From an optimization exercise on the open Yosys and OpenROAD flow, aimed at small area, a short achievable clock period and few clock cycles; shortcuts taken in it are not production practice. In this exercise RTL edits were held to simulation tests only and were not proved equivalent to the original. No activity file was given, so power comes from the tool's default toggle rates.

File: run.sh
#!/bin/bash
# synth_recipe.tcl (not shown) runs the flow's synth.tcl, then flattens the netlist and writes it again
# the make line also repeats each setting of config.mk as NAME=value (left out here)
make -C /OpenROAD-flow-scripts/flow DESIGN_CONFIG=/design/flow/config.mk WORK_HOME=/design/flow/orfs CLKGATE_MAP_FILE= SYNTH_SCRIPT=/design/flow/synth_recipe.tcl finish
File: constraint.sdc
create_clock -name core_clock -period 6.5 [get_ports {clk_i}]
set_input_delay 1.3000 -clock core_clock [delete_from_list [all_inputs] [get_ports {clk_i}]]
set_output_delay 1.3000 -clock core_clock [all_outputs]
set_load 0.01 [all_outputs]
File: config.mk
export PLATFORM = sky130hd
export DESIGN_NAME = systolic_array_tile
export DESIGN_NICKNAME = systolic_array_tile
export VERILOG_FILES = /design/flow/design.v
export SDC_FILE = /design/flow/constraint.sdc
export NUM_CORES = 4
export LEC_CHECK = 0
export CAP_MARGIN = 20
export CORE_MARGIN = 2
export CORE_UTILIZATION = 40
export SLEW_MARGIN = 20
File: design.v
module systolic_array_tile #(
    parameter int unsigned ROWS   = 4,
    parameter int unsigned COLS   = 4,
    parameter int unsigned DATA_W = 8,
    parameter int unsigned ACC_W  = 32,
    parameter int unsigned MAX_K  = 256,
    parameter int unsigned K_W    = $clog2(MAX_K + 1),
    localparam int unsigned ROW_W = (ROWS > 1) ? $clog2(ROWS) : 1
) (
    input  logic                    clk_i,
    input  logic                    rst_ni,
    input  logic                    start_i,
    input  logic [K_W-1:0]          k_len_i,
    output logic                    busy_o,
    input  logic                    op_valid_i,
    output logic                    op_ready_o,
    input  logic [ROWS*DATA_W-1:0]  a_i,
    input  logic [COLS*DATA_W-1:0]  b_i,
    output logic                    c_valid_o,
    input  logic                    c_ready_i,
    output logic [COLS*ACC_W-1:0]   c_o,
    output logic [ROW_W-1:0]        c_row_o,
    output logic                    c_last_o,
    output logic                    done_o
);
    localparam int unsigned PROD_W = 2 * DATA_W;
    localparam int unsigned SUM_W  = ACC_W + 1;
    localparam int unsigned CNT_W  = $clog2(MAX_K + ROWS + COLS);
    localparam logic [CNT_W-1:0] FLUSH_LAST = CNT_W'(ROWS + COLS - 2);
    localparam logic [ROW_W-1:0] LAST_ROW   = ROW_W'(ROWS - 1);
    typedef enum logic [1:0] {StIdle, StFeed, StFlush, StDrain} state_t;
    state_t             r_state;
    logic [K_W-1:0]     r_klen;
    logic [CNT_W-1:0]   r_cnt;
    logic [ROW_W-1:0]   r_row;
    logic               r_op_ready;
    logic               r_busy;
    logic               r_c_valid;
    logic               r_done;
    logic               w_accept;
    logic               w_clr;
    logic               w_acc_en;
    logic [DATA_W-1:0]  w_a   [ROWS][COLS];
    logic [DATA_W-1:0]  w_b   [ROWS][COLS];
    logic [ACC_W-1:0]   w_acc [ROWS][COLS];
    logic [COLS*ACC_W-1:0] w_c;
    assign w_accept = r_op_ready && op_valid_i;
    assign w_clr    = (r_state == StIdle) && start_i;
    assign w_acc_en = (r_state == StFeed) || (r_state == StFlush);
    always_ff @(posedge clk_i or negedge rst_ni) begin
        if (!rst_ni) begin
            r_state    <= StIdle;
            r_klen     <= '0;
            r_cnt      <= '0;
            r_row      <= '0;
            r_op_ready <= 1'b0;
            r_busy     <= 1'b0;
            r_c_valid  <= 1'b0;
            r_done     <= 1'b0;
        end else begin
            r_done <= 1'b0;
            unique case (r_state)
                StIdle: begin
                    if (start_i) begin
                        r_busy <= 1'b1;
                        r_row  <= '0;
                        r_cnt  <= '0;
                        if (k_len_i != '0) begin
                            r_klen     <= k_len_i;
                            r_op_ready <= 1'b1;
                            r_state    <= StFeed;
                        end else begin
                            r_c_valid <= 1'b1;
                            r_state   <= StDrain;
                        end
                    end
                end
                StFeed: begin
                    if (w_accept) begin
                        if (r_cnt == CNT_W'(r_klen - 1'b1)) begin
                            r_cnt      <= '0;
                            r_op_ready <= 1'b0;
                            r_state    <= StFlush;
                        end else begin
                            r_cnt <= r_cnt + 1'b1;
                        end
                    end
                end
                StFlush: begin
                    if (r_cnt == FLUSH_LAST) begin
                        r_c_valid <= 1'b1;
                        r_row     <= '0;
                        r_state   <= StDrain;
                    end else begin
                        r_cnt <= r_cnt + 1'b1;
                    end
                end
                StDrain: begin
                    if (c_ready_i) begin
                        if (r_row == LAST_ROW) begin
                            r_c_valid <= 1'b0;
                            r_busy    <= 1'b0;
                            r_done    <= 1'b1;
                            r_state   <= StIdle;
                        end else begin
                            r_row <= r_row + 1'b1;
                        end
                    end
                end
                default: r_state <= StIdle;
            endcase
        end
    end
    for (genvar r = 0; r < ROWS; r++) begin : g_a_skew
        logic [DATA_W-1:0] w_lane;
        assign w_lane = w_accept ? a_i[r*DATA_W +: DATA_W] : '0;
        if (r == 0) begin : g_direct
            assign w_a[r][0] = w_lane;
        end else begin : g_delay
            logic [DATA_W-1:0] r_dly [r];
            always_ff @(posedge clk_i or negedge rst_ni) begin
                if (!rst_ni) begin
                    for (int i = 0; i < r; i++) r_dly[i] <= '0;
                end else begin
                    r_dly[0] <= w_lane;
                    for (int i = 1; i < r; i++) r_dly[i] <= r_dly[i-1];
                end
            end
            assign w_a[r][0] = r_dly[r-1];
        end
    end
    for (genvar c = 0; c < COLS; c++) begin : g_b_skew
        logic [DATA_W-1:0] w_lane;
        assign w_lane = w_accept ? b_i[c*DATA_W +: DATA_W] : '0;
        if (c == 0) begin : g_direct
            assign w_b[0][c] = w_lane;
        end else begin : g_delay
            logic [DATA_W-1:0] r_dly [c];
            always_ff @(posedge clk_i or negedge rst_ni) begin
                if (!rst_ni) begin
                    for (int i = 0; i < c; i++) r_dly[i] <= '0;
                end else begin
                    r_dly[0] <= w_lane;
                    for (int i = 1; i < c; i++) r_dly[i] <= r_dly[i-1];
                end
            end
            assign w_b[0][c] = r_dly[c-1];
        end
    end
    for (genvar r = 0; r < ROWS; r++) begin : g_row
        for (genvar c = 0; c < COLS; c++) begin : g_col
            logic signed [DATA_W-1:0] w_a_s;
            logic signed [DATA_W-1:0] w_b_s;
            logic signed [PROD_W-1:0] w_prod;
            logic signed [ACC_W-1:0]  w_prod_ext;
            logic signed [ACC_W-1:0]  w_acc_nxt;
            logic signed [ACC_W-1:0]  r_acc;
            assign w_a_s      = w_a[r][c];
            assign w_b_s      = w_b[r][c];
            assign w_prod     = PROD_W'(w_a_s) * PROD_W'(w_b_s);
            assign w_prod_ext = ACC_W'(w_prod);
            assign w_acc_nxt = r_acc + w_prod_ext;
            always_ff @(posedge clk_i or negedge rst_ni) begin
                if (!rst_ni) begin
                    r_acc <= '0;
                end else if (w_clr) begin
                    r_acc <= '0;
                end else if (w_acc_en) begin
                    r_acc <= w_acc_nxt;
                end
            end
            assign w_acc[r][c] = r_acc;
            if (c < COLS - 1) begin : g_pass_a
                logic [DATA_W-1:0] r_a;
                always_ff @(posedge clk_i or negedge rst_ni) begin
                    if (!rst_ni) r_a <= '0;
                    else         r_a <= w_a[r][c];
                end
                assign w_a[r][c+1] = r_a;
            end
            if (r < ROWS - 1) begin : g_pass_b
                logic [DATA_W-1:0] r_b;
                always_ff @(posedge clk_i or negedge rst_ni) begin
                    if (!rst_ni) r_b <= '0;
                    else         r_b <= w_b[r][c];
                end
                assign w_b[r+1][c] = r_b;
            end
        end
    end
    always_comb begin
        w_c = '0;
        for (int r = 0; r < ROWS; r++) begin
            if (r_row == ROW_W'(r)) begin
                for (int c = 0; c < COLS; c++) w_c[c*ACC_W +: ACC_W] = w_acc[r][c];
            end
        end
    end
    assign busy_o     = r_busy;
    assign op_ready_o = r_op_ready;
    assign c_valid_o  = r_c_valid;
    assign c_o        = w_c;
    assign c_row_o    = r_row;
    assign c_last_o   = r_c_valid && (r_row == LAST_ROW);
    assign done_o     = r_done;
endmodule
==> summary.txt <==
Critical path data required time: 7.10 ns
H-tree depth: 3
Core ar.: 0.299 sq mm
DRC viols: 0
Final period util: 0.964
Cell Area, Placed: 0.130 sq mm
# rows: 201
Worst VDD drop: 0.000327 V
Port Buffers: 212
Post-synthesis sequential area ratio: 0.172
Synth warn: 10
Routed len/inst: 17.9 um
Total CTS buffers: 107
Crit path buffers/inverters: 3
Synth Instances: 12500
HP Start: g_a_skew[2].g_delay.r_dly[0][3]
Worst EP arrival: 6.86 ns
Clk root buf: clkbuf_16
Worst Setup Start Kind: input port
RePlAce Congestion: 0.896
CP Capture Type: flip-flop
Number of global-route vias before repair: 90400
CP startpoint: a_i[0]
Pleak: 71.0 nW
PD cells: 423 mW/mm^2
Share of cells above drive strength 1: 0.0558
Vert. Die Dim: 552 um
Final Net Count: 16400
CP Cell Sequence: clkdlybuf4s50_1, or2_2, fa_1, fa_1, inv_1, fa_1, fa_1, fa_1, ha_1, o21ai_2, o21bai_2, o41ai_2, buf_4, o31ai_2, a31o_2, a31o_2, o41a_1, a21oi_2, xor2_1, o21ai_0
Synth async-reset ratio: 1.00
Clk buf depth: 3
Largest net degree at the start of global routing: 128
Sink Count: 826
CTS tree: done
Via Count: 84300
Register clock-pin slew on the reported worst setup and hold paths: 0.07 ns
Design area: 0.134 sq mm
Yosys reg bits: 826
Total count of hold-check failures in the final report: 0
Die Area: 0.304 sq mm
Initial antenna violation count: 18
Normalized max-slew margin: 0.275
Peak Freq: 160 MHz
RSZ-0062 raised after global routing: no
Status: no timing/DRC/antenna violations
Pins Over Slew Limit: 0
Drt total wl: 306000 um
Drt first pass iters: 6
Mapped Nets: 15900
Critical path's top delay family: adder cells
Critical path depth: 20
Total negative setup slack: 0 ns
Synthesis-to-finish area growth: 11.6%
Post-DRT Antenna Nets: 0
Post-synth EDFFs: 0
Top-level I/O count: 213
Post-layout minimum cycle time: 6.27 ns
Hold Path Class: flip-flop to flip-flop
CP max FO: 5
Main synth FF type: dfrtp_1
Final setup vio count: 0
Most used cell, CP: fa_1
Worst R2R Path Depth: 20
Hold-fix buffers, CTS: 0
Slowest cell on crit path: fa_1
Initial Util: 0.401
DRT iter0 DRCs: 4431
Max cap viols: 0
End of the critical path: g_row[0].g_col[0].r_acc[29]
Average size of a mapped cell: 9.58 sq um
Worst Tran Pin Value: 1.06 ns
Skew final: 0.0460 ns
Die width: 552 um
GRT overflow: 0
Worst reg2reg startpoint: g_a_skew[2].g_delay.r_dly[1][5]
Vias/cell: 4.94
HPWL after detailed placement: 251000 um
Worst r2r dst: g_row[2].g_col[0].r_acc[30]
Worst R2R Setup Slack: 0.27 ns
All-Layer GR Usage: 0.209
Netlist cell types: 78
CP Class: input port to flip-flop
Clock Latency Late Sink: 0.77 ns
Slowest stage delay, CP: 0.55 ns
Mapped cell area: 0.120 sq mm
First-pass GRT wire length: 502000 um
Number of fill cells: 29000
## worst reg2reg max path, delay by kind of cell (launching register included)
| kind | cells | cell delay, ns |
|---|---|---|
| adders and majority gates | 6 | 2.86 |
| AOI/OAI and AO/OA | 9 | 1.99 |
| DFF | 1 | 0.53 |
| buffers and inverters | 3 | 0.32 |
| and+or+nand+nor | 1 | 0.26 |
| xor gates and xnor gates | 1 | 0.14 |
## through the flow
step / power (mW) / utilization / setup WS [ns] / hold slack (ns) / cells
floorplan: 37.4 / - / -0.409 / 0.331 / 12500
global route: 63.3 / 0.447 / 0.00239 / 0.345 / 17100
CTS: 57.2 / 0.447 / 0.0447 / 0.343 / 17000
global placement: 49.4 / 0.434 / -0.796 / 0.332 / 16800
finish: 56.6 / 0.447 / 0.232 / 0.342 / 17100
detailed placement: 50.0 / 0.434 / -0.817 / 0.335 / 16800
## synthesized netlist by cell type (111+ instances only)
cell      instances  share of area
inv_1          2852          0.089
fa_1           2176           0.36
nand2_1        1177          0.037
ha_1           1131           0.12
dfrtp_1         826           0.17
o21ai_0         710          0.030
a21oi_1         612          0.026
and2_1          556          0.029
nor2_1          439          0.014
xnor2_1         281          0.021
clkbuf_1        254         0.0079
xor2_1          213          0.016
a21o_1          174          0.011
nor2b_1         129         0.0067
a22o_1          111         0.0081
## power by group
part	leakage [nW]	switching [mW]	internal [mW]	total (mW)
Clock	1.90	2.67	4.07	6.74
Combinational	58.4	24.4	17.3	41.6
Sequential	10.7	1.52	6.73	8.25
Total	71.0	28.5	28.1	56.6
## per-layer routing
layer / routed length, um / up-vias / track usage / share of wire
li1: - / 39800 / - / -
met4: 8200 / 0 / 0.0523 / 0.027
met1: 138000 / 42700 / 0.285 / 0.45
met2: 150000 / 1385 / 0.359 / 0.49
met3: 10400 / 351 / 0.0180 / 0.034
met5: 0 / - / 0 / 0
## state kept, by name, indices dropped and copies added (netlist names)
register	count
g_a_skew.g_delay.r_dly	48
g_b_skew.g_delay.r_dly	48
g_row.g_col.g_pass_a.r_a	96
g_row.g_col.g_pass_b.r_b	96
g_row.g_col.r_acc	512
r_busy	1
r_c_valid	1
r_cnt	9
r_done	1
r_klen	9
r_op_ready	1
r_row	2
r_state	2
## repair_timing
item                       in CTS  in global routing
buffers inserted                0                  7
gates resized for setup         0                 25
setup endpoints to repair       0                 28
## worst min path at each step
stage                                       to  slack [ns]  cells after the start
2_1_floorplan  g_a_skew[2].g_delay.r_dly[1][0]        0.33                      0
3_3_place_gp   g_a_skew[3].g_delay.r_dly[2][1]        0.33                      0
3_5_place_dp   g_a_skew[3].g_delay.r_dly[2][7]        0.33                      0
4_1_cts        g_a_skew[2].g_delay.r_dly[1][3]        0.34                      0
5_1_grt        g_a_skew[2].g_delay.r_dly[1][3]        0.35                      0
6_report       g_a_skew[2].g_delay.r_dly[1][3]        0.34                      0
## layout make-up
class                           count  area [sq um]  share of cell area
Antenna cell                        7          17.5            0.000131
Clock buffer                      140          3010              0.0225
Clock inverter                     63           916             0.00684
Inverter                         2852         10700              0.0801
Multi-Input combinational cell   8578         87800               0.656
Sequential cell                   826         20700               0.154
Tap cell                         3958          4950              0.0370
Timing Repair Buffer              636          5740              0.0429
## cells in the final DEF (no fill, tap or decap), types with 388 or more instances in the layout
cell type / instances
buf_4: 388
and2_1: 553
o21ai_0: 707
dfrtp_1: 822
nand2_1: 1166
a21oi_1: 607
inv_1: 2847
fa_1: 2170
ha_1: 1126
nor2_1: 439
## logic make-up after synthesis
logic type | Yosys count | synth area share
adders and majority gates | 3307 | 0.481
xor gates and xnor gates | 494 | 0.0361
and+or+nand+nor | 2692 | 0.106
DFF | 826 | 0.172
AOI/OAI and AO/OA | 2056 | 0.104
buffers and inverters | 3121 | 0.0976
muxes | 29 | 0.00265
Testbench counts, summed over its fixed seeds: cycles 12,080.

==> static timing again, ports no longer ideal <==
In the flow no input, the clock included, has a driving cell. The finished layout below was timed again as built, in two steps.
Step 1: set_driving_cell puts a clkbuf_16 on clk_i and a buf_2 on each other input, an assumption about the parent block.
Step 2 moves the port delays by t, midway between the first and last clock arrival at a register: inputs arrive t later, outputs are due t later. That takes back most of the time a late clock gives input paths.
a / b / c = ideal / step 1 / step 2; a / b = the first two.
shift t [ns]: 0.840
slack for setup (ns): 0.232 / 0.270 / -0.531
worst setup path at the end: input to register
worst data-port slew with drivers (ns): 0.11
Met with ideal ports but missed after step 2: setup timing in this run. The setup slack of this run moves by +0.038 ns with the drivers and by -0.763 ns with both steps.
